This design comes from an exercise in tuning for small area, a short achievable clock period and few clock cycles per item on the open sky130 flow, not from production work. RTL that was checked went through simulation tests only; none was proved equivalent to the original. No functional check of the RTL was part of runs 3 to 6.

<file path="flow/config.mk">
export PLATFORM = sky130hd
export DESIGN_NAME = cos_unit
export DESIGN_NICKNAME = cos_unit
export VERILOG_FILES = /design/flow/design.v
export SDC_FILE = /design/flow/constraint.sdc
export NUM_CORES = 4
export LEC_CHECK = 0
export ABC_AREA = 1
export CAP_MARGIN = 20
export CORE_MARGIN = 2
export CORE_UTILIZATION = 45
export SETUP_SLACK_MARGIN = 4.8
export SLEW_MARGIN = 20
export TNS_END_PERCENT = 20
</file>
<file path="flow/constraint.sdc">
create_clock -name core_clock -period 8.0 [get_ports {clock}]
set_input_delay 1.6000 -clock core_clock [delete_from_list [all_inputs] [get_ports {clock}]]
set_output_delay 1.6000 -clock core_clock [all_outputs]
set_load 0.01 [all_outputs]
</file>
<file path="flow/design.v">
`default_nettype none
package cordic_pkg;
    localparam int word_width = 32;
    localparam int fp_bias = 127;
    localparam int max_iterations = 16;
    localparam logic [word_width-1:0] cordic_gain_init = 32'h4DBA_76D4;
    typedef union packed {
        logic [word_width-1:0] bits;
        struct packed {
            logic        sign;
            logic [7:0]  exponent;
            logic [22:0] mantissa;
        } fields;
    } fp_word_t;
    function automatic logic [word_width-1:0] atan_entry(input logic [3:0] index);
        logic [word_width-1:0] angle;
        case (index)
            4'd0:    angle = 32'h6487_ED51;
            4'd1:    angle = 32'h3B58_CE0A;
            4'd2:    angle = 32'h1F5B_75F9;
            4'd3:    angle = 32'h0FEA_DD4D;
            4'd4:    angle = 32'h07FD_56ED;
            4'd5:    angle = 32'h03FF_AAB7;
            4'd6:    angle = 32'h01FF_F555;
            4'd7:    angle = 32'h00FF_FEAA;
            4'd8:    angle = 32'h007F_FFD5;
            4'd9:    angle = 32'h003F_FFFA;
            4'd10:   angle = 32'h001F_FFFF;
            4'd11:   angle = 32'h000F_FFFF;
            4'd12:   angle = 32'h0007_FFFF;
            4'd13:   angle = 32'h0003_FFFF;
            4'd14:   angle = 32'h0001_FFFF;
            default: angle = 32'h0000_FFFF;
        endcase
        atan_entry = angle;
    endfunction
endpackage
`default_nettype wire
`default_nettype none
module angle_to_fixed (
    input  logic [31:0] angle,
    output logic [31:0] fixed_angle,
    output logic [9:0]  dsel
);
    logic [31:0] aligned;
    logic        in_range, in_a, in_b;
    logic [30:0] w;
    logic [4:0]  ge_a;
    logic [4:0]  ge_b;
    assign aligned     = {1'b1, angle[22:0], 8'b0};
    assign in_range    = (angle[30:28] == 3'b011);
    assign fixed_angle = in_range ? (aligned >> (~angle[27:23])) : 32'd0;
    assign w    = angle[30:0];
    assign in_b = (angle[30:23] == 8'd127);
    assign in_a = in_range & !in_b;
    assign ge_a[0] = 1'b1;
    assign ge_a[1] = (w >= 31'h3d9d3a95);
    assign ge_a[2] = (w >= 31'h3ea4bc7e);
    assign ge_a[3] = (w >= 31'h3f11152b);
    assign ge_a[4] = (w >= 31'h3f490fdb);
    assign ge_b[0] = 1'b1;
    assign ge_b[1] = (w[22:0] >= 23'h1b7813);
    assign ge_b[2] = (w[22:0] >= 23'h37756b);
    assign ge_b[3] = (w[22:0] >= 23'h56d0e1);
    assign ge_b[4] = (w[22:0] >= 23'h762c57);
    assign dsel[0] = (in_b & ge_b[0] & !ge_b[1]);   
    assign dsel[1] = (in_b & ge_b[1] & !ge_b[2]);   
    assign dsel[2] = (in_b & ge_b[2] & !ge_b[3]);   
    assign dsel[3] = (in_b & ge_b[3] & !ge_b[4]);   
    assign dsel[4] = (in_b & ge_b[4]);   
    assign dsel[5] = (in_a & ge_a[0] & !ge_a[1]) | !in_range;   
    assign dsel[6] = (in_a & ge_a[1] & !ge_a[2]);   
    assign dsel[7] = (in_a & ge_a[2] & !ge_a[3]);   
    assign dsel[8] = (in_a & ge_a[3] & !ge_a[4]);   
    assign dsel[9] = (in_a & ge_a[4]);   
endmodule
module preload_tables (
    input  logic [9:0]  dsel,
    output logic [31:0] x_pre,
    output logic [31:0] y_pre,
    output logic [31:0] offset
);
    always_comb begin
        x_pre  = '0;
        y_pre  = '0;
        offset = '0;
        if (dsel[0]) begin x_pre = x_pre | 32'h515f3467; y_pre = y_pre | 32'h9da0019b; offset = offset | 32'h709a6815; end
        if (dsel[1]) begin x_pre = x_pre | 32'h625ffe63; y_pre = y_pre | 32'haea0cb9b; offset = offset | 32'h5875728d; end
        if (dsel[2]) begin x_pre = x_pre | 32'h7360c863; y_pre = y_pre | 32'hc958e473; offset = offset | 32'h389fb7f3; end
        if (dsel[3]) begin x_pre = x_pre | 32'h7d18173d; y_pre = y_pre | 32'he67ed102; offset = offset | 32'h19be869b; end
        if (dsel[4]) begin x_pre = x_pre | 32'h7f85eaf5; y_pre = y_pre | 32'h06129148; offset = offset | 32'hf9e8cc01; end
        if (dsel[5]) begin x_pre = x_pre | 32'h7f85eaf3; y_pre = y_pre | 32'hf9ed6eb8; offset = offset | 32'h061733ff; end
        if (dsel[6]) begin x_pre = x_pre | 32'h7d18173d; y_pre = y_pre | 32'h19812efe; offset = offset | 32'he6417965; end
        if (dsel[7]) begin x_pre = x_pre | 32'h7360c863; y_pre = y_pre | 32'h36a71b8d; offset = offset | 32'hc760480d; end
        if (dsel[8]) begin x_pre = x_pre | 32'h625ffe65; y_pre = y_pre | 32'h515f3465; offset = offset | 32'ha78a8d73; end
        if (dsel[9]) begin x_pre = x_pre | 32'h515f3465; y_pre = y_pre | 32'h625ffe65; offset = offset | 32'h8f6597eb; end
    end
endmodule
`default_nettype wire
`default_nettype none
module cordic_rotator #(
    parameter int M       = 4,
    parameter int N       = 10,    
    parameter int XY_ARCH = 0,
    parameter int Z_ARCH  = 0
) (
    input  logic         clock,
    input  logic         arst_n,
    input  logic         clk_en,
    input  logic         start,
    input  logic [31:0]  fixed_angle,
    input  logic [N-1:0] dsel,
    output logic [31:0]  cos_fixed,
    output logic         done
);
    localparam int ZW = 29;
    logic         accept;
    logic         busy;
    logic         valid;
    logic         last;
    logic         first;     
    logic [N-1:0] sel;
    logic [3:0]   index;     
    logic [3:0]   index_n;   
    logic [15-M:0] onehot;
    logic [31:0]   x, y;
    logic [ZW-1:0] z, at, zo, zsum;
    logic [31:0]   xa, ya, xs, ys;
    logic [31:0]   x_pre, y_pre, offset;
    logic          neg;
    logic          pos;      
    logic          negy;     
    logic [31:0]   xt, yt, xsum, ysum;
    assign accept = start & clk_en;
    assign last   = busy & !first & (index == 4'd15);
    assign neg    = z[ZW-1];
    always_comb begin
        at = '0;
        for (int k = 0; k <= 15 - M; k++) at = at | (onehot[k] ? ZW'(cordic_pkg::atan_entry(4'(M + k))) : ZW'(0));
    end
    preload_tables preload_tables_inst (.dsel(sel), .x_pre(x_pre), .y_pre(y_pre), .offset(offset));
    assign ys = signed'(y) >>> index;
    assign xs = (first ? 32'd0 : x) >> (~index_n);
    assign xa = first ? x_pre : (pos ? ~x : x);
    assign ya = first ? y_pre : (negy ? ~y : y);
    assign zo = first ? offset[ZW-1:0] : (neg ? at : ~at);
    cpa #(.W(32), .ARCH(XY_ARCH)) x_add (.a(xa), .b(ys), .ci(1'b0), .s(xt));
    cpa #(.W(32), .ARCH(XY_ARCH)) y_add (.a(ya), .b(xs), .ci(1'b0), .s(yt));
    cpa #(.W(ZW), .ARCH(Z_ARCH))  z_add (.a(z), .b(zo), .ci(!first && !neg), .s(zsum));
    assign xsum = pos ? ~xt : xt;
    assign ysum = negy ? ~yt : yt;
    always_ff @(posedge clock) begin
        if (accept) begin
            z        <= fixed_angle[ZW-1:0];
            pos      <= 1'b0;
            negy     <= 1'b0;
            sel      <= dsel;
            first    <= 1'b1;
            index    <= 4'(M - 1);
            index_n  <= 4'(15 - (M - 1));
            onehot   <= '0;
        end else begin
            z        <= zsum;
            pos      <= ~zsum[ZW-1];
            negy     <= zsum[ZW-1];
            first    <= 1'b0;
            index    <= index + 4'd1;
            index_n  <= index_n - 4'd1;
            onehot   <= {onehot[14-M:0], first};
        end
        x <= xsum;
        y <= (busy && !accept && !last) ? ysum : 32'd0;
    end
    always_ff @(posedge clock or negedge arst_n) begin
        if (!arst_n) begin
            busy  <= 1'b0;
            valid <= 1'b0;
            done  <= 1'b0;
        end else begin
            if (accept) begin
                busy  <= 1'b1;
                valid <= 1'b0;
            end else if (last) begin
                busy  <= 1'b0;
                valid <= 1'b1;
            end
            if (clk_en) done <= !start && (valid || last);
        end
    end
    assign cos_fixed = x;
endmodule
`default_nettype wire
module cpa #(
    parameter int W = 32,
    parameter int ARCH = 1
) (
    input  logic [W-1:0] a,
    input  logic [W-1:0] b,
    input  logic         ci,
    output logic [W-1:0] s
);
    if (ARCH == 0) begin : g_beh
        logic [W:0] t;
        assign t = {a, 1'b1} + {b, ci};
        assign s = t[W:1];
    end else begin : g_pfx
        localparam int N = W + 1;
        localparam int L = $clog2(N);
        logic [N-1:0] g0, p0, gg, pp;
        assign g0 = {a & b, ci};
        assign p0 = {a ^ b, 1'b0};
        always_comb begin
            gg = g0;
            pp = p0;
            if (ARCH == 1) begin
                for (int l = 0; l < L; l++)
                    for (int j = (2 << l) - 1; j < N; j += (2 << l)) begin
                        gg[j] = gg[j] | (pp[j] & gg[j - (1 << l)]);
                        pp[j] = pp[j] & pp[j - (1 << l)];
                    end
                for (int l = L - 2; l >= 0; l--)
                    for (int j = 3 * (1 << l) - 1; j < N; j += (2 << l)) begin
                        gg[j] = gg[j] | (pp[j] & gg[j - (1 << l)]);
                        pp[j] = pp[j] & pp[j - (1 << l)];
                    end
            end else if (ARCH == 2) begin
                for (int l = 0; l < L; l++)
                    for (int j = 0; j < N; j++)
                        if ((j >> l) & 1) begin
                            gg[j] = gg[j] | (pp[j] & gg[((j >> l) << l) - 1]);
                            pp[j] = pp[j] & pp[((j >> l) << l) - 1];
                        end
            end else begin
                for (int j = 1; j < N; j++) begin
                    gg[j] = gg[j] | (pp[j] & gg[j - 1]);
                end
            end
        end
        assign s = p0[N-1:1] ^ gg[N-2:0];
    end
endmodule
`default_nettype none
module fixed_to_float (
    input  logic [31:0] cos_fixed,
    output logic [31:0] result
);
    assign result = {8'h3F, cos_fixed[31], cos_fixed[29:7]};
endmodule
`default_nettype wire
`default_nettype none
module cos_unit (
    input  logic        clock,
    input  logic        arst_n,
    input  logic        clk_en,
    input  logic        start,
    input  logic [31:0] dataa,
    output logic [31:0] result,
    output logic        done
);
    localparam int M = 4;
    localparam int N = 10;
    logic [31:0]  fixed_angle;
    logic [N-1:0] dsel;
    logic [31:0]  cos_fixed;
    angle_to_fixed angle_to_fixed_inst (
        .angle       (dataa),
        .fixed_angle (fixed_angle),
        .dsel        (dsel)
    );
    cordic_rotator #(.M(M), .N(N)) cordic_rotator_inst (
        .clock       (clock),
        .arst_n      (arst_n),
        .clk_en      (clk_en),
        .start       (start),
        .fixed_angle (fixed_angle),
        .dsel        (dsel),
        .cos_fixed   (cos_fixed),
        .done        (done)
    );
    fixed_to_float fixed_to_float_inst (
        .cos_fixed (cos_fixed),
        .result    (result)
    );
endmodule
`default_nettype wire
</file>
<file path="flow/flow/run.sh">
#!/bin/bash
# Standard layout, but the port buffers are buf_2 cells instead of the delay
# buffers buffer_ports picks by default. Full tool output goes to standard_flow.log.
set -euo pipefail
bash standard.sh "BUFFER_PORTS_ARGS=-buffer_cell sky130_fd_sc_hd__buf_2" finish > standard_flow.log 2>&1
</file>
<file path="flow/standard.sh">
#!/bin/bash
# synth_recipe.tcl (not shown) runs the flow's synth.tcl, then flattens the netlist and writes it again
# the make line also repeats each setting of config.mk as NAME=value (left out here)
make -C /OpenROAD-flow-scripts/flow DESIGN_CONFIG=/design/flow/config.mk WORK_HOME=/design/flow/orfs CLKGATE_MAP_FILE= SYNTH_SCRIPT=/design/flow/synth_recipe.tcl "${@:-finish}"
</file>
==> summary.txt, run 1 <==
Clock network
  • # clock sinks: roughly 130
  • CTS tree: done
  • Number of CTS-inserted buffers: 17
  • Root Driver: clkbuf_16
  • Clock latency (worst-skew pair): 0.49 ns
  • CTS H-Tree Depth: 4
  • Clk slew on worst S/H paths: 0.06 ns
  • Bufs on Longest Clock Path: 2

Detailed routing
  • Wire length per cell: about 17 um
  • Drt pass-1 iters: 6
  • Vias per cell: around 5.4
  • Drc violations: 0
  • Initial DRC Count: 1,883
  • Via count: 20,460
  • DRT Wirelength: ~64 mm
  • Post-DRT Antenna Nets: 0

Status
  • Outcome: finished clean

Die
  • IO Pins: 69
  • Core area: 38,560 um^2
  • Num rows: a little over 70
  • Die W: 201.3 um
  • Die Span Y: roughly 200 um
  • Die area: between 40,000 and 50,000 um^2
  • Starting density of the core: 0.4544

Critical path
  • CP arrival: 3.53 ns
  • Worst r2r path cells: 16
  • Nature of the critical path startpoint: register
  • Reg2reg setup slack: between 4 and 5 ns
  • Reg-to-reg startpoint: cordic_rotator_inst.index[0]
  • Crit path top cell by count: nand2_1
  • CP max FO: 12
  • Crit Path Class: register to register
  • CP max stage delay: about 0.4 ns
  • Worst path cell trace: buf_12, clkinvlp_4, o21ai_0, mux2i_1, mux2i_1, nand2_1, o21ai_1, ha_1, a21oi_1, o21ai_0, a21oi_1, nand2_1, nand2_1, nand3_1, nand2_1, inv_1
  • Crit-path slowest cell: dfxtp_4
  • Critical Path RT: between 8 and 9 ns
  • Crit end category: register
  • Reg2reg end: cordic_rotator_inst.x[28]

GRT
  • GRT Util Overall: 0.3097
  • First-pass GRT wire length: about 100 mm
  • Vias in the first global route: roughly 19,000
  • Overflow after GRT: 0
  • Initial antenna violation count: 2
  • Largest net degree at the start of global routing: 57

Cells and area
  • Most frequent cells in the layout: nand2_1, inv_1, nor2_1
  • Share of layout cells above drive strength 1: 0.1027
  • Post-route cell area: roughly 20,000 um^2
  • ANT cells: 0
  • Commonest non-fill, non-tap cell in the layout: nand2_1
  • Syn-to-layout area delta: 12.30%
  • Final Net Count: about 3,400

Synthesis
  • Post-synth cell types: 51
  • Register area share after synthesis: 0.1540
  • Post-synthesis instance total: around 3,300
  • Async SR Flop Fraction: 0.02326
  • Yosys warns: 2
  • Syn Std Cell Area: 17,520 um^2
  • Leading register cell type out of synthesis: dfxtp_1
  • Post-synth EDFFs: 10
  • Synth Register Bits: about 130
  • Synthesized area per cell: ~5.4 um^2

STA
  • Relative slew slack: 0.4602
  • # setup viols final: 0
  • Final TNS setup: 0 ns
  • RSZ-0062 raised after global routing: yes
  • Final worst path period share: 0.3950
  • Worst-Margin Slew: 0.8068 ns
  • Max-slew violation count: 0
  • Fin. Hold Viols: 0
  • Max Freq: between 300 and 400 MHz
  • Final Skew: 0.01496 ns
  • Tmin final: 3.160 ns

Hold path
  • WHS Endpoint: cordic_rotator_inst.onehot[8]
  • Hold path depth: 2
  • Hold_sp: cordic_rotator_inst.onehot[7]
  • Hold Crit Class: register to register

Placement
  • Post-DP Area: about 18,000 um^2
  • Placer congestion estimate: approximately 0.95
  • I/O Buffers: between 50 and 60
  • Dpl hpwl: 49.72 mm

Flow run
  • Max_cap viols: 0
-- synthesized netlist by cell type, types with 18 or more instances --
| cell | instances | share of area |
|---|---|---|
| inv_1 | 437 | 0.094 |
| ha_1 | 92 | 0.066 |
| buf_2 | 47 | 0.013 |
| xor2_1 | 59 | 0.029 |
| dfxtp_1 | 116 | 0.13 |
| nand3_1 | 219 | 0.063 |
| a21oi_1 | 220 | 0.063 |
| nand4_1 | 24 | 0.0086 |
| o211ai_1 | 18 | 0.0077 |
| o21ai_1 | 54 | 0.015 |
| xnor2_1 | 32 | 0.016 |
| o21ai_0 | 244 | 0.070 |
| nand3b_1 | 19 | 0.0081 |
| buf_4 | 33 | 0.014 |
| nor3_1 | 43 | 0.012 |
| nor2_1 | 287 | 0.061 |
| clkbuf_1 | 58 | 0.012 |
| nand2_1 | 1113 | 0.24 |
-- stage by stage --
step,cells,worst slack (ns),util,hold WS [ns]
detailed placement,3706,3.354,0.4619,0.4531
CTS,3754,4.759,0.4872,0.4633
finish,3790,4.840,0.5104,0.4829
global route,3790,4.717,0.5104,0.5247
global placement,3706,3.424,0.4619,0.4427
floorplan,3269,5.184,-,0.4308
-- repair_timing --
item,in CTS,in global routing
hold buffers,0,0
gates resized for setup,80,198
pin swaps,6,31
setup endpoints to repair,96,80
setup buffers,9,32
cloned,7,4
-- worst max-delay path by stage --
stage / slack (ns) / from / depth (start not counted) / endpoint
4_1_cts: 4.76 / cordic_rotator_inst.onehot[10] / 19 / cordic_rotator_inst.z[23]
2_1_floorplan: 5.18 / dataa[24] / 7 / cordic_rotator_inst.sel[5]
3_5_place_dp: 3.35 / cordic_rotator_inst.index_n[1] / 17 / cordic_rotator_inst.y[18]
6_report: 4.84 / cordic_rotator_inst.index[0] / 16 / cordic_rotator_inst.x[28]
3_3_place_gp: 3.42 / cordic_rotator_inst.index_n[1] / 15 / cordic_rotator_inst.y[16]
5_1_grt: 4.72 / cordic_rotator_inst.first / 22 / cordic_rotator_inst.y[31]
-- layer usage --
| layer | wire length, um | vias to the layer above | GRT usage |
|---|---|---|---|
| met5 | 22 | - | 0 |
| met4 | 2781 | 4 | 0.1549 |
| met3 | 4000 | 156 | 0.03661 |
| met2 | 29610 | 698 | 0.5234 |
| li1 | - | 10380 | - |
| met1 | 27580 | 9224 | 0.3892 |
-- registers in the layout, indices dropped and copies added (netlist names) --
register and cells:
cordic_rotator_inst.negy 1, cordic_rotator_inst.onehot 12, cordic_rotator_inst.x 32, cordic_rotator_inst.index_n 4, cordic_rotator_inst.done 1, cordic_rotator_inst.valid 1
cordic_rotator_inst.index 4, cordic_rotator_inst.pos 1, cordic_rotator_inst.first 1, cordic_rotator_inst.y 32, cordic_rotator_inst.z 29, cordic_rotator_inst.sel 10
cordic_rotator_inst.busy 1
-- final cells by class --
type                            instances  area, um^2
Timing Repair inverter                  6       48.80
Clock inverter                         12       108.9
Tap cell                              518       648.1
Multi-Input combinational cell       2536       13020
Sequential cell                       129        2724
Timing Repair Buffer                  116       913.4
Inverter                              453        1760
Clock buffer                           20       457.9
Fill cell                            4240       18880
-- cells by family (layout without fill, tap and decap cells) --
kind of cell    count (synthesis)  in the layout  share of synthesized area
other cells                     2              8                  0.0004286
xor+xnor                       91             91                    0.04549
mux                            14             14                   0.007997
flops                         129            129                     0.1540
compound gates                583            583                     0.1752
simple gates                 1745           1745                     0.4071
fa+ha+maj                      95             95                    0.06912
buf+inv                       604            607                     0.1407
-- worst max-delay path: cells and delay by family (launching register included) --
family	cells	cell delay (ns)
muxes	2	0.38
AOI/OAI and AO/OA	5	0.95
DFF	1	0.40
adders and majority gates	1	0.34
buffers and inverters	3	0.38
and+or+nand+nor	5	0.58
Testbench counts, summed over its fixed seeds: cycles 7,168, items 512.
==> inputs of run 2 (changes only) <==
--- a/flow/config.mk
+++ b/flow/config.mk
@@ -11,4 +11,5 @@
 export CORE_UTILIZATION = 45
+export CTS_BUF_LIST = sky130_fd_sc_hd__clkbuf_4 sky130_fd_sc_hd__clkbuf_8
 export SETUP_SLACK_MARGIN = 4.8
 export SLEW_MARGIN = 20
-export TNS_END_PERCENT = 20
+export TNS_END_PERCENT = 100
==> run 2 against run 1 <==
Net effect:
- design area rose by 0.20%
- synthesized cell count did not move
- highest routed layer unchanged
- worst setup slack improved by 0.068 ns
- clock skew rose by 0.014 ns
- sequential share of layout area barely moved
- core utilization rose by 0.10 points
- die area did not move
- global-route usage rose by 0.072 points
==> summary.txt, run 2 <==
Status
  • Outcome: finished clean

Synthesis
  • Post-synth cell types: 51 (unchanged)
  • Synth area leaders: nand2_1, dfxtp_1, inv_1
  • Register area share after synthesis: 0.1540 (unchanged)
  • Count leader, synth: nand2_1
  • Syn Std Cell Area: 17,520 um^2 (unchanged)
  • Post-synth top area share: 0.2384 (unchanged)
  • Post-synth EDFFs: 10 (unchanged)
  • Yosys warns: 2 (unchanged)
  • Post-synthesis instance total: 3,263 (unchanged)
  • Leading area contributor after synthesis: nand2_1
  • Most common library cells after synthesis: nand2_1, inv_1, nor2_1
  • Leading register cell type out of synthesis: dfxtp_1
  • Synth Register Bits: 129 (unchanged)
  • Synthesized area per cell: 5.370 um^2 (unchanged)
  • Async SR Flop Fraction: 0.02326 (unchanged)

STA
  • Slack of the critical path: 4.908 ns (+0.06773 ns)
  • Worst-Margin Slew: 0.8494 ns (+0.04260 ns)
  • # setup viols final: 0 (unchanged)
  • Tmin final: 3.092 ns (-0.06773 ns)
  • Fin. Hold Viols: 0 (unchanged)
  • Final Skew: 0.02908 ns (+0.01412 ns)
  • Max-slew violation count: 0 (unchanged)
  • Max Freq: 323.4 MHz (+2.2%)
  • Final TNS setup: 0 ns (unchanged)
  • RSZ-0062 raised after global routing: yes
  • Final worst path period share: 0.3865 (-0.008466)
  • Relative slew slack: 0.4285 (-0.03163)

Cells and area
  • Filler cells: 4,224 (-0.38%)
  • Largest registers: cordic_rotator_inst.x: 32 flops, cordic_rotator_inst.y: 32 flops, cordic_rotator_inst.z: 29 flops
  • Post-layout util: 0.5114 (+0.001006)
  • Non-Filler Instances: 3,798 (+0.21%)
  • Syn-to-layout area delta: 12.52%
  • Share of layout cells above drive strength 1: 0.1149 (+0.01225)
  • ANT cells: 0 (unchanged)
  • Most frequent cells in the layout: nand2_1, inv_1, nor2_1
  • Commonest non-fill, non-tap cell in the layout: nand2_1
  • Final Net Count: 3,398 (+0.24%)

Clock network
  • CTS tree: done
  • CTS Hold Buffers Added: 0 (unchanged)
  • Root Driver: clkbuf_8
  • CTS H-Tree Depth: 4 (unchanged)
  • Clk slew on worst S/H paths: 0.08 ns (+0.02 ns)
  • Number of CTS-inserted buffers: 17 (unchanged)
  • # clock sinks: 129 (unchanged)
  • Clock latency (worst-skew pair): 0.57 ns (+0.08 ns)
  • Bufs on Longest Clock Path: 2 (unchanged)

Detailed routing
  • Vias per cell: 5.415 (+0.30%)
  • Drt pass-1 iters: 8 (+2)
  • DRT Wirelength: 64.40 mm (+0.64%)
  • Via count: 20,570 (+0.51%)
  • Post-DRT Antenna Nets: 0 (unchanged)
  • Drc violations: 0 (unchanged)
  • Wire length per cell: 16.96 um (+0.43%)
  • Initial DRC Count: 1,907 (+1.3%)

GRT
  • First-pass GRT wire length: 99.62 mm (+0.22%)
  • Largest net degree at the start of global routing: 57 (unchanged)
  • Overflow after GRT: 0 (unchanged)
  • Initial antenna violation count: 2 (unchanged)
  • Vias in the first global route: 18,690 (-0.39%)
  • GRT Util Overall: 0.3104 (+0.0007238)

Critical path
  • Worst path cell trace: buf_12, clkinv_16, nor2_4, nand2_4, buf_4, nor4_4, buf_4, nor2_1, ha_1, nand2_2, o21ai_0, a21oi_1, nand2_2, nand2_1, nand2_1, nand2_1, nand2_1, inv_1
  • Crit path top cell by count: nand2_1
  • Nature of the critical path startpoint: register
  • CP arrival: 3.55 ns (+0.02 ns)
  • Crit end category: register
  • CP max FO: 28 (+16)
  • Crit-path slowest cell: dfxtp_4
  • Critical path buffers and inverters: 5 (+2)
  • Critical Path RT: 8.45 ns (+0.07 ns)
  • Family with the most delay on the worst path: simple AND/OR/NAND/NOR gates
  • Crit Path Class: register to register
  • CP max stage delay: 0.41 ns (about the same)

Placement
  • Dpl hpwl: 49.72 mm (unchanged)
  • I/O Buffers: 59 (unchanged)
  • Placer congestion estimate: 0.9473 (unchanged)
  • Pre-CTS setup slack: 3.354 ns (unchanged)
  • Placed insts: 3,706 (unchanged)

Die
  • Die area: 40,530 um^2 (unchanged)
  • Die W: 201.3 um (unchanged)
  • Core area: 38,560 um^2 (unchanged)
  • Die Span Y: 201.3 um (unchanged)
  • Num rows: 72 (unchanged)
  • Starting density of the core: 0.4544 (unchanged)
  • IO Pins: 69 (unchanged)

Hold path
  • Hold Crit Class: register to register

Flow run
  • Max_cap viols: 0 (unchanged)
-- run 2: area by class of cell --
class / instances / area (um^2) / share of cell area
timing repair buffer: 124 / 993.5 / 0.05039
clock buffer: 19 / 249.0 / 0.01263
clock inverter: 13 / 138.9 / 0.007044
timing repair inverter: 6 / 48.80 / 0.002475
multi-input combinational: 2536 / 13150 / 0.6670
inverter: 453 / 1760 / 0.08929
sequential: 129 / 2726 / 0.1383
tap: 518 / 648.1 / 0.03287
-- run 2: worst min-delay path: stages (launching register included) --
cell and delay [ns]:
dfxtp_1 0.33, inv_1 0.07, nor2_1 0.04
-- run 2: kinds of logic (layout without fill, tap and decap cells) --
| kind of cell | Yosys count | count (layout) | synth area share |
|---|---|---|---|
| xor+xnor | 91 | 91 | 0.04549 |
| fa+ha+maj | 95 | 95 | 0.06912 |
| flops | 129 | 129 | 0.1540 |
| mux | 14 | 14 | 0.007997 |
| buf+inv | 604 | 615 | 0.1407 |
| other cells | 2 | 8 | 0.0004286 |
| simple gates | 1745 | 1745 | 0.4071 |
| compound gates | 583 | 583 | 0.1752 |
-- run 2: metal layers --
layer	vias up	track usage	routed length (um)
met3	164	0.04454	4187
met1	9273	0.3908	27580
met4	4	0.1303	2895
met5	-	0	23
met2	731	0.5294	29720
li1	10400	-	-
-- run 2: path summary, 6_finish.rpt --
path                                          startpoint                       endpoint  slack, ns  depth (start not counted)
setup / recovery               cordic_rotator_inst.first      cordic_rotator_inst.x[23]       4.91                         18
hold / removal             cordic_rotator_inst.onehot[7]  cordic_rotator_inst.onehot[8]       0.48                          2
setup reg to reg               cordic_rotator_inst.first      cordic_rotator_inst.x[23]       4.91                         18
hold reg to reg            cordic_rotator_inst.onehot[7]  cordic_rotator_inst.onehot[8]       0.48                          2
max in group asynchronous                         arst_n       cordic_rotator_inst.done       7.08                          1
min in group asynchronous                         arst_n       cordic_rotator_inst.busy       0.81                          1
-- run 2: timing repair --
action | 4_1_cts | 5_1_grt
pin swaps | 7 | 37
endpoints found under the setup margin | 95 | 78
hold endpoints to repair | 0 | 0
gates resized for setup | 87 | 230
gates cloned | 7 | 6
setup buffers | 8 | 39
-- run 2: stage by stage --
| stage | instance area, um^2 | hold WS, ns |
|---|---|---|
| floorplan | 17540 | 0.4308 |
| global placement | 17810 | 0.4427 |
| detailed placement | 17810 | 0.4531 |
| finish | 19720 | 0.4832 |
| global route | 19720 | 0.5285 |
| CTS | 18620 | 0.4787 |
==> inputs of run 3 (changes only) <==
--- a/flow/design.v
+++ b/flow/design.v
@@ -156,3 +156,2 @@
             negy     <= 1'b0;
-            sel      <= dsel;
             first    <= 1'b1;
@@ -170,4 +169,5 @@
         end
-        x <= xsum;
-        y <= (busy && !accept && !last) ? ysum : 32'd0;
+        sel <= dsel;
+        x   <= xsum;
+        y   <= (busy && !accept && !last) ? ysum : 32'd0;
     end
--- a/flow/config.mk
+++ b/flow/config.mk
@@ -11,3 +11,2 @@
 export CORE_UTILIZATION = 45
-export CTS_BUF_LIST = sky130_fd_sc_hd__clkbuf_4 sky130_fd_sc_hd__clkbuf_8
 export SETUP_SLACK_MARGIN = 4.8
==> run 3 against run 2 <==
Net effect:
- still clean
- core utilization is 1.0 points higher
- first-iteration DRC count down 6.8%
- sequential share of layout area fell by 0.80 points
- critical path depth decreased by 1
- worst setup slack got worse by 0.10 ns
- routed wire length rose by 1.2%
- non-clock buffer count grew 13
- worst hold slack better by 0.0042 ns
- largest cell class unchanged
==> summary.txt, run 3 <==
GRT
  • Vias in the first global route: 18,860 (+0.88%)
  • Initial antenna violation count: 2 (unchanged)
  • First-pass GRT wire length: 100.2 mm (+0.57%)
  • Overflow after GRT: 0 (unchanged)
  • GRT Util Overall: 0.3125 (+0.002124)
  • Largest net degree at the start of global routing: 50 (-12%)

Cells and area
  • Filler cells: 4,181 (-1.0%)
  • Multi-input gate area: 13,230 um^2 (+0.59%)
  • Most frequent cells in the layout: nand2_1, inv_1, nor2_1
  • Largest registers: cordic_rotator_inst.x: 32 flops, cordic_rotator_inst.y: 32 flops, cordic_rotator_inst.z: 29 flops
  • Final Net Count: 3,408 (+0.29%)
  • Register Area: 2613 um^2 (-4.2%)
  • Post-route cell area: 20,060 um^2 (+1.7%)
  • Commonest non-fill, non-tap cell in the layout: nand2_1
  • Share of layout cells above drive strength 1: 0.1271 (+0.01211)
  • Syn-to-layout area delta: 14.79%

Critical path
  • Critical path buffers and inverters: 3 (-2)
  • Reg2reg end: cordic_rotator_inst.x[28]
  • Critical Path RT: 8.36 ns (-0.09 ns)
  • Worst path cell trace: bufbuf_16, nand2_1, o21ai_0, mux2i_1, nand2_1, o21ai_2, o21ai_0, ha_1, buf_4, a21oi_1, o21ai_1, a21oi_1, nand2_1, nand2_2, nand3_1, nand2_1, inv_1
  • Cell depth of the worst setup path: 17 (-1)
  • Crit-path slowest cell: dfxtp_4
  • CP max FO: 23 (-18%)
  • Crit Path Class: register to register
  • Reg2reg setup slack: 4.80 ns (-0.10 ns)
  • Nature of the critical path startpoint: register
  • CP max stage delay: 0.42 ns (about the same)
  • Crit path top cell by count: nand2_1
  • CP arrival: 3.56 ns (about the same)
  • Worst r2r path cells: 17 (-1)
  • Reg-to-reg startpoint: cordic_rotator_inst.index[0]
  • CP endpoint: cordic_rotator_inst.x[28]
  • Family with the most delay on the worst path: compound AO/OA/AOI/OAI gates
  • Crit end category: register
  • Crit path from: cordic_rotator_inst.index[0]

STA
  • Final TNS setup: 0 ns (unchanged)
  • Final worst path period share: 0.3996 (+0.01306)
  • # setup viols final: 0 (unchanged)
  • Relative slew slack: 0.4209 (-0.007610)
  • Fin. Hold Viols: 0 (unchanged)
  • Final Skew: 0.01705 ns (-0.01203 ns)
  • Tmin final: 3.197 ns (+0.1045 ns)
  • Max-slew violation count: 0 (unchanged)
  • Max Freq: 312.8 MHz (-3.3%)
  • Worst-Margin Slew: 0.8677 ns (+0.01829 ns)
  • RSZ-0062 raised after global routing: yes

Clock network
  • Clk slew on worst S/H paths: 0.07 ns (about the same)
  • Bufs on Longest Clock Path: 2 (unchanged)
  • CTS H-Tree Depth: 4 (unchanged)
  • CTS Hold Buffers Added: 0 (unchanged)
  • Root Driver: clkbuf_16
  • Number of CTS-inserted buffers: 17 (unchanged)
  • CTS tree: done
  • Clock latency (worst-skew pair): 0.47 ns (-0.10 ns)
  • # clock sinks: 129 (unchanged)

Synthesis
  • Post-synth cell types: 55 (+7.8%)
  • Synth Register Bits: 129 (unchanged)
  • Post-synthesis instance total: 3,260 (-0.092%)
  • Syn Std Cell Area: 17,470 um^2 (-0.27%)
  • Leading area contributor after synthesis: nand2_1
  • Synth area leaders: nand2_1, dfxtp_1, inv_1
  • Async SR Flop Fraction: 0.02326 (unchanged)
  • Leading register cell type out of synthesis: dfxtp_1
  • Yosys warns: 2 (unchanged)
  • Register area share after synthesis: 0.1486 (-0.005309)
  • Most common library cells after synthesis: nand2_1, inv_1, nor2_1
  • Post-synth EDFFs: 0 (-10)
  • Post-synth top area share: 0.2387 (about the same)
  • Count leader, synth: nand2_1
  • Synthesized area per cell: 5.360 um^2 (-0.18%)

Flow run
  • Max_cap viols: 0 (unchanged)

Detailed routing
  • Initial DRC Count: 1,778 (-6.8%)
  • Via count: 20,750 (+0.89%)
  • Drc violations: 0 (unchanged)
  • Post-DRT Antenna Nets: 0 (unchanged)
  • Vias per cell: 5.448 (+0.60%)
  • Wire length per cell: 17.10 um (+0.86%)
  • DRT Wirelength: 65.14 mm (+1.2%)
  • Drt pass-1 iters: 6 (-2)

Die
  • Die area: 40,420 um^2 (-0.27%)
  • Starting density of the core: 0.4543 (about the same)
  • Num rows: 72 (unchanged)
  • IO Pins: 69 (unchanged)
  • Die W: 201.1 um (-0.13%)
  • Core area: 38,470 um^2 (-0.23%)
  • Die Span Y: 201.1 um (-0.13%)

Placement
  • Placer congestion estimate: 0.9686 (+2.2%)
  • Post-DP Area: 17,780 um^2 (-0.14%)
  • I/O Buffers: 59 (unchanged)
  • Dpl hpwl: 50.26 mm (+1.1%)

Hold path
  • Hold Crit Class: register to register

Status
  • Outcome: finished clean
==> run 3: cell types whose count changed after synthesis, moves of 7 or more <==
cell	before	now
inv_1	437	446
o21ai_0	244	282
edfxtp_1	10	0
dfxtp_1	116	126
inv_2	12	5
o21ai_1	54	17
==> run 3: what timing repair did <==
item,in CTS,in global routing
cloned,8,5
buffers inserted,6,47
gates resized for setup,89,269
pin swaps,9,47
endpoints found under the setup margin,94,82
==> run 3: worst reg2reg max path: cells and delay by family, from the launching register on <==
kind	cells	cell delay, ns
AND/OR/NAND/NOR	6	0.64
multiplexers	1	0.19
buffers and inverters	3	0.52
AO/OA/AOI/OAI	6	1.01
flip-flops	1	0.42
adder cells (fa/ha/maj)	1	0.32
==> run 3: logic make-up after synthesis <==
logic type                 after synthesis  share of synthesized area
buffers and inverters                  604                     0.1426
xor gates and xnor gates                91                    0.04561
other                                    2                  0.0004298
AOI/OAI and AO/OA                      584                     0.1764
adders and majority gates               95                    0.06931
muxes                                   14                   0.008019
DFF                                    129                     0.1486
and+or+nand+nor                       1741                     0.4090
==> run 3: how the worst min path moves through the flow <==
stage | from | endpoint | slack (ns) | cells after the start
6_report | cordic_rotator_inst.onehot[2] | cordic_rotator_inst.onehot[3] | 0.49 | 2
5_1_grt | cordic_rotator_inst.onehot[10] | cordic_rotator_inst.onehot[11] | 0.53 | 2
4_1_cts | cordic_rotator_inst.onehot[10] | cordic_rotator_inst.onehot[11] | 0.48 | 2
3_5_place_dp | cordic_rotator_inst.onehot[2] | cordic_rotator_inst.onehot[3] | 0.47 | 2
3_3_place_gp | cordic_rotator_inst.onehot[10] | cordic_rotator_inst.onehot[11] | 0.44 | 2
2_1_floorplan | cordic_rotator_inst.onehot[10] | cordic_rotator_inst.onehot[11] | 0.43 | 2
==> run 3: metrics by stage <==
stage               worst slack (ns)  std cells  utilization  hold slack (ns)
floorplan                      5.306       3266            -           0.4308
global placement               3.568       3710       0.4623           0.4428
detailed placement             3.546       3710       0.4623           0.4740
CTS                            4.784       3756       0.4907           0.4839
global route                   4.646       3808       0.5214           0.5266
finish                         4.803       3809       0.5215           0.4874
==> run 3: layout make-up <==
class	count	share of cell area
clock inverter	13	0.007610
tap	518	0.03231
inverter	454	0.08801
sequential	129	0.1302
antenna	1	0.0001248
multi-input combinational	2533	0.6595
timing repair buffer	137	0.05838
timing repair inverter	5	0.001747
clock buffer	19	0.02208
==> run 3: routing by layer <==
| layer | part of all wire | wire length [um] | vias up | global-route usage |
|---|---|---|---|---|
| li1 | - | - | 10420 | - |
| met1 | 0.43 | 27820 | 9460 | 0.3929 |
| met2 | 0.47 | 30390 | 729 | 0.5368 |
| met3 | 0.066 | 4307 | 144 | 0.04367 |
| met4 | 0.040 | 2601 | 4 | 0.1262 |
| met5 | 0.00038 | 25 | - | 0 |
==> inputs of run 4 (changes only) <==
--- a/flow/config.mk
+++ b/flow/config.mk
@@ -11,3 +11,3 @@
 export CORE_UTILIZATION = 45
-export SETUP_SLACK_MARGIN = 4.8
+export SETUP_SLACK_MARGIN = 4.75
 export SLEW_MARGIN = 20
==> run 4 against run 3 <==
Net effect:
- largest cell class unchanged
- non-clock buffer count down 16
- worst hold slack is essentially flat
- routed wire length shrank 1.0%
- still clean on timing, DRC and antenna
- maximum frequency rose by 1.2%
==> summary.txt, run 4 <==
Detailed routing
  • Initial DRC Count: 1,977 (+11%)
  • Vias per cell: 5.430 (-0.33%)
  • Drt pass-1 iters: 8 (+2)
  • Post-DRT Antenna Nets: 0 (unchanged)
  • Drc violations: 0 (unchanged)
  • Wire length per cell: 17.00 um (-0.60%)
  • DRT Wirelength: 64.48 mm (-1.0%)
  • Via count: 20,600 (-0.75%)

STA
  • # setup viols final: 0 (unchanged)
  • Tmin final: 3.159 ns (-0.03720 ns)
  • Fin. Hold Viols: 0 (unchanged)
  • Final Skew: 0.01848 ns (+0.001428 ns)
  • Relative slew slack: 0.4105 (-0.01040)
  • Final worst path period share: 0.3949 (-0.004650)
  • RSZ-0062 raised after global routing: yes
  • Worst-Margin Slew: 0.8832 ns (+0.01558 ns)
  • Max-slew violation count: 0 (unchanged)
  • Max Freq: 316.5 MHz (+1.2%)
  • Tightest hold margin: 0.4874 ns (+0.00006700 ns)
  • Final TNS setup: 0 ns (unchanged)

GRT
  • Largest net degree at the start of global routing: 53 (+6.0%)
  • Vias in the first global route: 18,780 (-0.39%)
  • Overflow after GRT: 0 (unchanged)
  • First-pass GRT wire length: 99.79 mm (-0.41%)
  • GRT Util Overall: 0.3104 (-0.002143)
  • Initial antenna violation count: 1 (-1)

Cells and area
  • Commonest non-fill, non-tap cell in the layout: nand2_1
  • Largest registers: cordic_rotator_inst.x: 32 flops, cordic_rotator_inst.y: 32 flops, cordic_rotator_inst.z: 29 flops
  • Share of layout cells above drive strength 1: 0.1136 (-0.01343)
  • Syn-to-layout area delta: 13.18%
  • Final Net Count: 3,392 (-0.47%)
  • Most frequent cells in the layout: nand2_1, inv_1, nor2_1

Critical path
  • CP endpoint: cordic_rotator_inst.x[23]
  • CP arrival: 3.52 ns (-0.04 ns)
  • Reg2reg end: cordic_rotator_inst.x[23]
  • Crit Path Class: register to register
  • Crit end category: register
  • CP max FO: 10 (-57%)
  • CP max stage delay: 0.40 ns (-0.02 ns)
  • Crit path top cell by count: nand2_1
  • Crit-path slowest cell: dfxtp_4
  • Critical Path RT: 8.36 ns (about the same)
  • Reg-to-reg startpoint: cordic_rotator_inst.index[0]
  • Crit path from: cordic_rotator_inst.index[0]
  • Worst path cell trace: buf_12, clkinvlp_4, nand2_1, o21ai_0, o21ai_2, mux2i_1, nand2_1, o21ai_0, ha_1, a21oi_1, o21ai_1, a21oi_1, nand2_2, nand2_1, nand3b_1, nand2_1, inv_1
  • Worst r2r path cells: 17 (unchanged)
  • Reg2reg setup slack: 4.84 ns (+0.04 ns)
  • Nature of the critical path startpoint: register

Clock network
  • Number of CTS-inserted buffers: 17 (unchanged)
  • Bufs on Longest Clock Path: 2 (unchanged)
  • Clk slew on worst S/H paths: 0.07 ns (about the same)
  • CTS Hold Buffers Added: 0 (unchanged)
  • Clock latency (worst-skew pair): 0.47 ns (about the same)
  • Root Driver: clkbuf_16
  • CTS H-Tree Depth: 4 (unchanged)
  • # clock sinks: 129 (unchanged)
  • CTS tree: done

Synthesis
  • Largest family of logic cells by synthesized area: simple AND/OR/NAND/NOR gates
  • Async SR Flop Fraction: 0.02326 (unchanged)
  • Post-Synth Adder-Cell Area: 0.06931 (unchanged)
  • Count leader, synth: nand2_1
  • Post-synth top area share: 0.2387 (unchanged)
  • Yosys warns: 2 (unchanged)
  • Multiplexer share of the synthesized area: 0.008019 (unchanged)
  • Synth Register Bits: 129 (unchanged)
  • Post-synthesis compound-gate area fraction: 0.1764 (unchanged)
  • Synthesized area per cell: 5.360 um^2 (unchanged)
  • Area share of xor/xnor cells in the synthesized design: 0.04561 (unchanged)
  • Most common library cells after synthesis: nand2_1, inv_1, nor2_1
  • Register area share after synthesis: 0.1486 (unchanged)
  • Post-synth EDFFs: 0 (unchanged)
  • Syn Std Cell Area: 17,470 um^2 (unchanged)
  • Leading register cell type out of synthesis: dfxtp_1
  • Synth area leaders: nand2_1, dfxtp_1, inv_1
  • Post-Synth Simple-Gate Area: 0.4090 (unchanged)
  • Post-synthesis instance total: 3,260 (unchanged)
  • Post-synth cell types: 55 (unchanged)
  • Leading area contributor after synthesis: nand2_1

Die
  • Num rows: 72 (unchanged)
  • Die area: 40,420 um^2 (unchanged)
  • Die W: 201.1 um (unchanged)
  • IO Pins: 69 (unchanged)
  • Die Span Y: 201.1 um (unchanged)
  • Core area: 38,470 um^2 (unchanged)
  • Starting density of the core: 0.4543 (unchanged)

Placement
  • Placer congestion estimate: 0.9686 (unchanged)
  • I/O Buffers: 59 (unchanged)
  • Dpl hpwl: 50.26 mm (unchanged)

Status
  • Outcome: finished clean

Hold path
  • Hold Crit Class: register to register

Flow run
  • Max_cap viols: 0 (unchanged)
==> run 4: cell counts after synthesis <==
No cell type changed its count.
==> run 4: timing repair <==
action,4_1_cts,5_1_grt
setup buffers,3,35
gates resized for setup,75,240
setup endpoints to repair,94,82
cloned,7,5
pin swaps,5,45
==> run 4: area by class of cell <==
class / instances / area, um^2
inverters: 454 / 1760
clock inverters: 13 / 152.6
diodes: 1 / 2.502
repair inverters: 5 / 35.03
fillers: 4204 / 18690
repair buffers: 121 / 1025
flip-flops and latches: 129 / 2610
clock buffers: 19 / 442.9
well taps: 518 / 648.1
multi-input cells: 2533 / 13100
==> run 4: layer usage <==
metal	GRT usage	part of all wire	routed length, um	vias up
li1	-	-	-	10370
met4	0.1212	0.040	2589	2
met3	0.04481	0.070	4510	142
met2	0.5341	0.46	29880	731
met5	0	0.00019	12	-
met1	0.3901	0.43	27480	9347
==> run 4: worst min-delay path by stage <==
stage	start	to	slack, ns	cells after the start
2_1_floorplan	cordic_rotator_inst.onehot[10]	cordic_rotator_inst.onehot[11]	0.43	2
3_3_place_gp	cordic_rotator_inst.onehot[10]	cordic_rotator_inst.onehot[11]	0.44	2
3_5_place_dp	cordic_rotator_inst.onehot[2]	cordic_rotator_inst.onehot[3]	0.47	2
4_1_cts	cordic_rotator_inst.onehot[10]	cordic_rotator_inst.onehot[11]	0.48	2
5_1_grt	cordic_rotator_inst.onehot[10]	cordic_rotator_inst.onehot[11]	0.53	2
6_report	cordic_rotator_inst.onehot[2]	cordic_rotator_inst.onehot[3]	0.49	2
==> run 4: critical path: cells and delay by family (launching register included) <==
kind | cells | cell delay, ns
buf+inv | 3 | 0.37
fa+ha+maj | 1 | 0.38
mux | 1 | 0.17
compound gates | 6 | 1.14
simple gates | 6 | 0.60
flops | 1 | 0.40
==> run 4: cells by family (layout without fill, tap and decap cells) <==
logic type | Yosys count | after routing
AO/OA/AOI/OAI | 584 | 584
XOR/XNOR | 91 | 91
adder cells (fa/ha/maj) | 95 | 95
buffers and inverters | 604 | 612
flip-flops | 129 | 129
multiplexers | 14 | 14
other | 2 | 9
AND/OR/NAND/NOR | 1741 | 1741
==> run 4: metrics by stage <==
| step | setup WS (ns) | cells | cell area, um^2 | utilization |
|---|---|---|---|---|
| final | 4.841 | 3793 | 19780 | 0.5141 |
| after global routing | 4.692 | 3792 | 19770 | 0.5141 |
| after CTS | 4.739 | 3752 | 18780 | 0.4882 |
| after detailed placement | 3.546 | 3710 | 17780 | 0.4623 |
| after global placement | 3.568 | 3710 | 17780 | 0.4623 |
| after floorplan | 5.306 | 3266 | 17500 | - |
==> inputs of run 5 (changes only) <==
--- a/flow/design.v
+++ b/flow/design.v
@@ -141,3 +141,3 @@
     preload_tables preload_tables_inst (.dsel(sel), .x_pre(x_pre), .y_pre(y_pre), .offset(offset));
-    assign ys = signed'(y) >>> index;
+    assign ys = signed'(first ? 32'd0 : y) >>> index;
     assign xs = (first ? 32'd0 : x) >> (~index_n);
@@ -156,2 +156,3 @@
             negy     <= 1'b0;
+            sel      <= dsel;
             first    <= 1'b1;
@@ -169,5 +170,4 @@
         end
-        sel <= dsel;
-        x   <= xsum;
-        y   <= (busy && !accept && !last) ? ysum : 32'd0;
+        x <= xsum;
+        y <= (busy && !last) ? ysum : 32'd0;
     end
--- a/flow/config.mk
+++ b/flow/config.mk
@@ -11,3 +11,3 @@
 export CORE_UTILIZATION = 45
-export SETUP_SLACK_MARGIN = 4.75
+export SETUP_SLACK_MARGIN = 4.8
 export SLEW_MARGIN = 20
==> run 5 against run 4 <==
Net effect:
- worst setup slack got worse by 0.016 ns
- flip-flop and latch count unchanged
- via count increased by 2.0%
- core utilization increased by 1.1 points
- synthesized cell count increased by 0.43%
- maximum frequency decreased by 0.51%
- sequential share of layout area increased by 0.24 points
- die area increased by 0.97%
- critical path depth decreased by 4
- critical path type unchanged
- critical endpoint is now cordic_rotator_inst.y[26]
==> summary.txt, run 5 <==
Synthesis
  • Post-synth cell types: 56 (+1.8%)
  • Register area share after synthesis: 0.1529 (+0.004218)
  • Count leader, synth: nand2_1
  • Syn Std Cell Area: 17,650 um^2 (+0.99%)
  • Async SR Flop Fraction: 0.02326 (unchanged)
  • Most common library cells after synthesis: nand2_1, inv_1, nor2_1
  • Synthesized area per cell: 5.390 um^2 (+0.56%)
  • Leading area contributor after synthesis: nand2_1
  • Post-synth EDFFs: 10 (+10)
  • Yosys warns: 2 (unchanged)
  • Leading register cell type out of synthesis: dfxtp_1
  • Synth area leaders: nand2_1, dfxtp_1, inv_1
  • Post-synth top area share: 0.2344 (-0.004249)
  • Post-synthesis instance total: 3,274 (+0.43%)
  • Synth Register Bits: 129 (unchanged)

Die
  • Die Span Y: 202.0 um (+0.48%)
  • Num rows: 72 (unchanged)
  • Starting density of the core: 0.4566 (+0.002350)
  • Die area: 40,820 um^2 (+0.97%)
  • Core area: 38,650 um^2 (+0.47%)
  • IO Pins: 69 (unchanged)
  • Die W: 202.0 um (+0.48%)

Clock network
  • Bufs on Longest Clock Path: 2 (unchanged)
  • Number of CTS-inserted buffers: 17 (unchanged)
  • Clock latency (worst-skew pair): 0.47 ns (about the same)
  • Root Driver: clkbuf_16
  • CTS Hold Buffers Added: 0 (unchanged)
  • CTS tree: done
  • CTS H-Tree Depth: 4 (unchanged)
  • Clk slew on worst S/H paths: 0.07 ns (about the same)
  • # clock sinks: 129 (unchanged)

Placement
  • Dpl hpwl: 52.72 mm (+4.9%)
  • Placer congestion estimate: 0.9446 (-2.5%)
  • Post-DP Area: 17,860 um^2 (+0.44%)
  • I/O Buffers: 59 (unchanged)
  • Placed insts: 3,716 (+0.16%)
  • Pre-CTS setup slack: 3.301 ns (-0.2451 ns)

Cells and area
  • Syn-to-layout area delta: 15.06%
  • Post-route cell area: 20,300 um^2 (+2.7%)
  • Non-Filler Instances: 3,835 (+1.1%)
  • Largest registers: cordic_rotator_inst.x: 32 flops, cordic_rotator_inst.y: 32 flops, cordic_rotator_inst.z: 29 flops
  • Most frequent cells in the layout: nand2_1, inv_1, nor2_1
  • Filler cells: 4,172 (-0.76%)
  • Share of layout cells above drive strength 1: 0.1363 (+0.02269)
  • Final Net Count: 3,434 (+1.2%)
  • Commonest non-fill, non-tap cell in the layout: nand2_1

Detailed routing
  • Post-DRT Antenna Nets: 0 (unchanged)
  • Initial DRC Count: 1,884 (-4.7%)
  • Vias per cell: 5.476 (+0.85%)
  • DRT Wirelength: 68.70 mm (+6.5%)
  • Drc violations: 0 (unchanged)
  • Via count: 21,000 (+2.0%)
  • Wire length per cell: 17.91 um (+5.4%)
  • Drt pass-1 iters: 6 (-2)

Hold path
  • Hold Crit Class: register to register

Status
  • Outcome: finished clean

Critical path
  • Critical path buffers and inverters: 1 (-2)
  • Crit-path slowest cell: nor2_1
  • Crit end category: register
  • Family with the most delay on the worst path: simple AND/OR/NAND/NOR gates
  • CP max FO: 5 (-5)
  • CP arrival: 3.57 ns (+0.05 ns)
  • CP max stage delay: 0.56 ns (+0.16 ns)
  • Nature of the critical path startpoint: register
  • Crit path top cell by count: nand2_1
  • Worst path cell trace: nor2_1, nand2_1, o21ai_0, inv_1, ha_1, nand2_1, nor2_2, nand4_1, o21ai_4, nand2_2, nand3_1, nand2_1, nor2_2
  • Critical Path RT: 8.39 ns (+0.03 ns)
  • Crit Path Class: register to register

STA
  • Final worst path period share: 0.3969 (+0.002032)
  • Relative slew slack: 0.4590 (+0.04842)
  • Final Skew: 0.01175 ns (-0.006726 ns)
  • Max-slew violation count: 0 (unchanged)
  • # setup viols final: 0 (unchanged)
  • Worst-Margin Slew: 0.8086 ns (-0.07465 ns)
  • Tmin final: 3.176 ns (+0.01626 ns)
  • Slack of the critical path: 4.824 ns (-0.01626 ns)
  • Tightest hold margin: 0.4680 ns (-0.01944 ns)
  • RSZ-0062 raised after global routing: yes
  • Fin. Hold Viols: 0 (unchanged)
  • Final TNS setup: 0 ns (unchanged)
  • Max Freq: 314.9 MHz (-0.51%)

GRT
  • Initial antenna violation count: 0 (-1)
  • Vias in the first global route: 19,050 (+1.4%)
  • Overflow after GRT: 0 (unchanged)
  • First-pass GRT wire length: 103.9 mm (+4.2%)
  • Largest net degree at the start of global routing: 69 (+30%)
  • GRT Util Overall: 0.3237 (+0.01325)

Flow run
  • Max_cap viols: 0 (unchanged)
[run 5: cell types whose count changed after synthesis, sizes merged, moves of 6 or more]
| cell | previous run | this run |
|---|---|---|
| edfxtp | 0 | 10 |
| dfxtp | 126 | 116 |
| mux2i | 14 | 6 |
| xnor2 | 30 | 36 |
| buf | 96 | 116 |
| nand2 | 1113 | 1105 |
| nor2 | 300 | 334 |
| inv | 451 | 432 |
| a21oi | 219 | 210 |
| nand3 | 217 | 245 |
| nand4 | 23 | 17 |
| clkbuf | 54 | 35 |
[run 5: layout make-up]
class	instances	area [um^2]	share of cell area
inverters	434	1680	0.08276
diodes	1	2.502	0.0001232
repair inverters	10	75.07	0.003697
repair buffers	145	1141	0.05620
multi-input cells	2566	13420	0.6610
clock buffers	21	460.4	0.02268
flip-flops and latches	129	2728	0.1343
well taps	518	648.1	0.03192
clock inverters	11	147.6	0.007271
[run 5: per-layer routing]
layer	part of all wire	vias up	track usage
met1	0.42	9555	0.4092
met3	0.065	138	0.03160
met4	0.038	0	0.1195
met5	0	-	0
met2	0.47	809	0.5689
li1	-	10500	-
[run 5: cell families after synthesis]
logic type,count (synthesis),share of synthesized area
simple gates,1783,0.4148
buf+inv,585,0.1393
compound gates,582,0.1749
flops,129,0.1529
fa+ha+maj,95,0.06863
xor+xnor,92,0.04566
mux,6,0.003403
other cells,2,0.0004256
[run 5: worst paths after layout]
path                                                     from  depth (start not counted)                       endpoint  slack [ns]
worst max register to register     cordic_rotator_inst.sel[3]                         13      cordic_rotator_inst.y[26]        4.82
worst min register to register  cordic_rotator_inst.onehot[7]                          2  cordic_rotator_inst.onehot[8]        0.47
max in group asynchronous                              arst_n                          1      cordic_rotator_inst.valid        6.94
min in group asynchronous                              arst_n                          1       cordic_rotator_inst.done        0.94
worst min-delay path            cordic_rotator_inst.onehot[7]                          2  cordic_rotator_inst.onehot[8]        0.47
worst max-delay path               cordic_rotator_inst.sel[3]                         13      cordic_rotator_inst.y[26]        4.82
[run 5: repair_timing]
action	CTS	global route
gates cloned	6	8
resized for setup	78	256
setup buffers	19	53
pin swaps	3	40
setup endpoints to repair	94	83
[run 5: through the flow]
step	utilization
CTS	0.4904
global placement	0.4622
finish	0.5254
floorplan	-
global route	0.5253
detailed placement	0.4622
[run 5: worst reg2reg max path: cells and delay by family, from the launching register on]
family,cells,cell delay (ns)
AOI/OAI and AO/OA,2,0.45
adders and majority gates,1,0.35
and+or+nand+nor,9,1.72
buffers and inverters,1,0.06
DFF,1,0.52
==> inputs of run 6 (changes only) <==
--- a/flow/design.v
+++ b/flow/design.v
@@ -132,3 +132,6 @@
     logic          negy;     
-    logic [31:0]   xt, yt, xsum, ysum;
+    logic [31:0]   xt, yt, x_true, y_true;
+    logic          px;       
+    logic          px_n;     
+    logic          qy;       
     assign accept = start & clk_en;
@@ -141,6 +144,8 @@
     preload_tables preload_tables_inst (.dsel(sel), .x_pre(x_pre), .y_pre(y_pre), .offset(offset));
-    assign ys = signed'(first ? 32'd0 : y) >>> index;
-    assign xs = (first ? 32'd0 : x) >> (~index_n);
-    assign xa = first ? x_pre : (pos ? ~x : x);
-    assign ya = first ? y_pre : (negy ? ~y : y);
+    assign x_true = x ^ {32{px}};
+    assign y_true = y ^ {32{qy}};
+    assign ys = signed'(y_true) >>> index;
+    assign xs = (first ? 32'd0 : x_true) >> (~index_n);
+    assign xa = first ? x_pre : (x ^ {32{px ^ pos}});
+    assign ya = first ? y_pre : (y ^ {32{qy ^ negy}});
     assign zo = first ? offset[ZW-1:0] : (neg ? at : ~at);
@@ -149,4 +154,2 @@
     cpa #(.W(ZW), .ARCH(Z_ARCH))  z_add (.a(z), .b(zo), .ci(!first && !neg), .s(zsum));
-    assign xsum = pos ? ~xt : xt;
-    assign ysum = negy ? ~yt : yt;
     always_ff @(posedge clock) begin
@@ -170,4 +173,12 @@
         end
-        x <= xsum;
-        y <= (busy && !last) ? ysum : 32'd0;
+        x    <= xt;
+        px   <= pos;
+        px_n <= !pos;
+        if (busy && !accept && !last) begin
+            y  <= yt;
+            qy <= negy;
+        end else begin
+            y  <= '0;
+            qy <= 1'b0;
+        end
     end
@@ -189,3 +200,3 @@
     end
-    assign cos_fixed = x;
+    assign cos_fixed = x ^ {32{!px_n}};
 endmodule
==> run 6 against run 5 <==
Net effect:
- routed wire length grew 8.7%
- critical endpoint is now cordic_rotator_inst.x[26]
- clock-buffer cell count is 4 lower
- largest cell class unchanged
- critical path type unchanged
==> summary.txt, run 6 <==
STA
  • Final worst path period share: 0.3939 (-0.003070)
  • Max Freq: 317.4 MHz (+0.78%)
  • Relative slew slack: 0.4079 (-0.05108)
  • Worst-Margin Slew: 0.8851 ns (+0.07648 ns)
  • Final Skew: 0.01416 ns (+0.002407 ns)
  • Max-slew violation count: 0 (unchanged)
  • # setup viols final: 0 (unchanged)
  • Fin. Hold Viols: 0 (unchanged)
  • RSZ-0062 raised after global routing: yes
  • Tmin final: 3.151 ns (-0.02456 ns)
  • Final TNS setup: 0 ns (unchanged)

Cells and area
  • Commonest non-fill, non-tap cell in the layout: nand2_1
  • Post-route cell area: 21,420 um^2 (+5.5%)
  • Share of layout cells above drive strength 1: 0.1301 (-0.006241)
  • Non-Filler Instances: 4,084 (+6.5%)
  • Syn-to-layout area delta: 14.88%
  • Post-layout util: 0.5246 (-0.0008060)
  • Largest registers: cordic_rotator_inst.x: 32 flops, cordic_rotator_inst.y: 32 flops, cordic_rotator_inst.z: 29 flops
  • ANT cells: 0 (-1)
  • Filler cells: 4,403 (+5.5%)
  • Final Net Count: 3,670 (+6.9%)
  • Most frequent cells in the layout: nand2_1, inv_1, nand3_1

Flow run
  • Max_cap viols: 0 (unchanged)

Critical path
  • Crit Path Class: register to register
  • Critical Path RT: 8.39 ns (about the same)
  • Reg-to-reg startpoint: cordic_rotator_inst.first
  • Worst r2r path cells: 22 (+9)
  • CP max stage delay: 0.44 ns (-0.12 ns)
  • Nature of the critical path startpoint: register
  • CP max FO: 26 (+21)
  • Reg2reg end: cordic_rotator_inst.x[26]
  • Critical path buffers and inverters: 5 (+4)
  • Crit end category: register
  • Family with the most delay on the worst path: simple AND/OR/NAND/NOR gates
  • Crit-path slowest cell: dfxtp_4
  • CP arrival: 3.54 ns (-0.03 ns)
  • Worst path cell trace: inv_16, nor2_4, inv_2, nor2_4, nand2_4, nor2_4, inv_2, nor2_4, inv_4, o21ai_0, inv_1, ha_4, fa_2, nand2_1, nand3_1, nand3_1, nand2_2, a21oi_2, or2_1, nand2_1, nand2_1, nand2_1
  • Reg2reg setup slack: 4.85 ns (+0.02 ns)

Placement
  • Dpl hpwl: 56.40 mm (+7.0%)
  • Placed insts: 3,972 (+6.9%)
  • Placer congestion estimate: 0.9651 (+2.2%)
  • I/O Buffers: 59 (unchanged)
  • Post-DP Area: 19,000 um^2 (+6.4%)

Detailed routing
  • DRT Wirelength: 74.68 mm (+8.7%)
  • Drt pass-1 iters: 7 (+1)
  • Initial DRC Count: 2,314 (+23%)
  • Drc violations: 0 (unchanged)
  • Via count: 22,490 (+7.1%)
  • Post-DRT Antenna Nets: 0 (unchanged)
  • Wire length per cell: 18.29 um (+2.1%)
  • Vias per cell: 5.506 (+0.55%)

Synthesis
  • Synth Register Bits: 132 (+2.3%)
  • Post-synthesis instance total: 3,493 (+6.7%)
  • Leading register cell type out of synthesis: dfxtp_1
  • Synth area leaders: nand2_1, dfxtp_1, inv_1
  • Register area share after synthesis: 0.1479 (-0.004965)
  • Count leader, synth: nand2_1
  • Most common library cells after synthesis: nand2_1, inv_1, nor2_1
  • Post-synth top area share: 0.2502 (+0.01583)
  • Syn Std Cell Area: 18,650 um^2 (+5.7%)
  • Yosys warns: 2 (unchanged)
  • Post-synth cell types: 59 (+5.4%)
  • Post-synth EDFFs: 10 (unchanged)
  • Leading area contributor after synthesis: nand2_1
  • Async SR Flop Fraction: 0.02273 (-0.0005285)
  • Synthesized area per cell: 5.338 um^2 (-0.97%)

Clock network
  • # clock sinks: 132 (+2.3%)
  • Root Driver: clkbuf_16
  • Clock latency (worst-skew pair): 0.50 ns (+0.03 ns)
  • Number of CTS-inserted buffers: 17 (unchanged)
  • Bufs on Longest Clock Path: 2 (unchanged)
  • Clk slew on worst S/H paths: 0.07 ns (about the same)
  • CTS tree: done
  • CTS H-Tree Depth: 4 (unchanged)

Hold path
  • Hold Crit Class: register to register
  • Hold path depth: 0 (-2)
  • WHS Endpoint: cordic_rotator_inst.px
  • Hold_sp: cordic_rotator_inst.pos

Die
  • Starting density of the core: 0.4566 (about the same)
  • Die area: 43,080 um^2 (+5.5%)
  • IO Pins: 69 (unchanged)
  • Die W: 207.6 um (+2.7%)
  • Die Span Y: 207.6 um (+2.7%)
  • Num rows: 74 (+2.8%)
  • Core area: 40,830 um^2 (+5.7%)

GRT
  • Largest net degree at the start of global routing: 52 (-25%)
  • Overflow after GRT: 0 (unchanged)
  • Vias in the first global route: 20,120 (+5.6%)
  • Initial antenna violation count: 1 (+1)
  • GRT Util Overall: 0.3289 (+0.005232)
  • First-pass GRT wire length: 111.3 mm (+7.1%)

Status
  • Outcome: finished clean
## run 6: through the flow
stage / worst slack (ns) / hold slack (ns)
after floorplan: 5.194 / 0.3510
after global placement: 3.324 / 0.4393
after detailed placement: 3.282 / 0.4431
after CTS: 4.796 / 0.4542
after global routing: 4.711 / 0.4401
final: 4.849 / 0.4384
## run 6: what timing repair did
action,CTS,global route
gates cloned,4,8
hold buffers,0,0
buffers inserted,27,41
pin swaps,9,34
setup endpoints to repair,90,78
resized for setup,84,241
## run 6: layer usage
| metal | track usage | share of wire | vias to the layer above |
|---|---|---|---|
| li1 | - | - | 11180 |
| met1 | 0.4134 | 0.42 | 10300 |
| met2 | 0.5605 | 0.47 | 849 |
| met3 | 0.05749 | 0.073 | 160 |
| met4 | 0.1239 | 0.039 | 2 |
| met5 | 0 | 0.00016 | - |
## run 6: cells by family (layout without fill, tap and decap cells)
logic type / after synthesis / after routing / synth area share
compound gates: 530 / 530 / 0.1562
xor+xnor: 86 / 86 / 0.04201
fa+ha+maj: 95 / 95 / 0.06496
buf+inv: 644 / 696 / 0.1435
flops: 132 / 132 / 0.1479
mux: 2 / 2 / 0.001074
other cells: 2 / 8 / 0.0004028
simple gates: 2002 / 2003 / 0.4440
## run 6: worst max path at each step
stage                                    from                   endpoint  slack (ns)  depth (start not counted)
2_1_floorplan      cordic_rotator_inst.sel[8]  cordic_rotator_inst.x[24]        5.19                         20
3_3_place_gp   cordic_rotator_inst.index_n[1]  cordic_rotator_inst.y[28]        3.32                         18
3_5_place_dp   cordic_rotator_inst.index_n[1]  cordic_rotator_inst.y[28]        3.28                         18
4_1_cts                cordic_rotator_inst.px  cordic_rotator_inst.y[16]        4.80                         23
5_1_grt                cordic_rotator_inst.qy  cordic_rotator_inst.x[31]        4.71                         18
6_report            cordic_rotator_inst.first  cordic_rotator_inst.x[26]        4.85                         22
## run 6: final cells by class
class	count	area (um^2)	area share
clock buffer	17	425.4	0.01986
clock inverter	15	193.9	0.009054
inverter	510	1989	0.09288
multi-input combinational	2724	14160	0.6612
sequential	132	2791	0.1303
tap	532	665.6	0.03108
timing repair buffer	149	1149	0.05362
timing repair inverter	5	42.54	0.001986

separate check: timing with driven ports:
The flow's constraints put no driver on any port. The routed layouts listed below were extracted and timed again, unchanged, in two steps.
Step 1: set_driving_cell puts a clkbuf_16 on clock and a buf_2 on each other input, an assumption about the parent block.
Step 2 also shifts input and output timing later by t, the mid clock arrival at the registers, as if the neighbouring blocks saw the same clock.
Slacks: no drivers / after step 1 / after step 2; pairs: no drivers / after step 1.
run | t (ns) | setup slack, ns | latest minus earliest clock arrival (ns)
run 1 | 0.534 | 4.840 / 4.840 / 4.428 | 0.015 / 0.015
run 2 | 0.609 | 4.908 / 4.908 / 4.331 | 0.030 / 0.029
run 3 | 0.516 | 4.803 / 4.803 / 4.518 | 0.017 / 0.017
run 4 | 0.518 | 4.841 / 4.841 / 4.505 | 0.018 / 0.019
run 5 | 0.518 | 4.824 / 4.824 / 4.458 | 0.012 / 0.012
run 6 | 0.550 | 4.849 / 4.840 / 4.548 | 0.015 / 0.014
After both steps setup and hold are still met in every run listed. The setup slack of run 2, which loses most, moves by 0.000 ns with the drivers and by -0.577 ns with both steps.
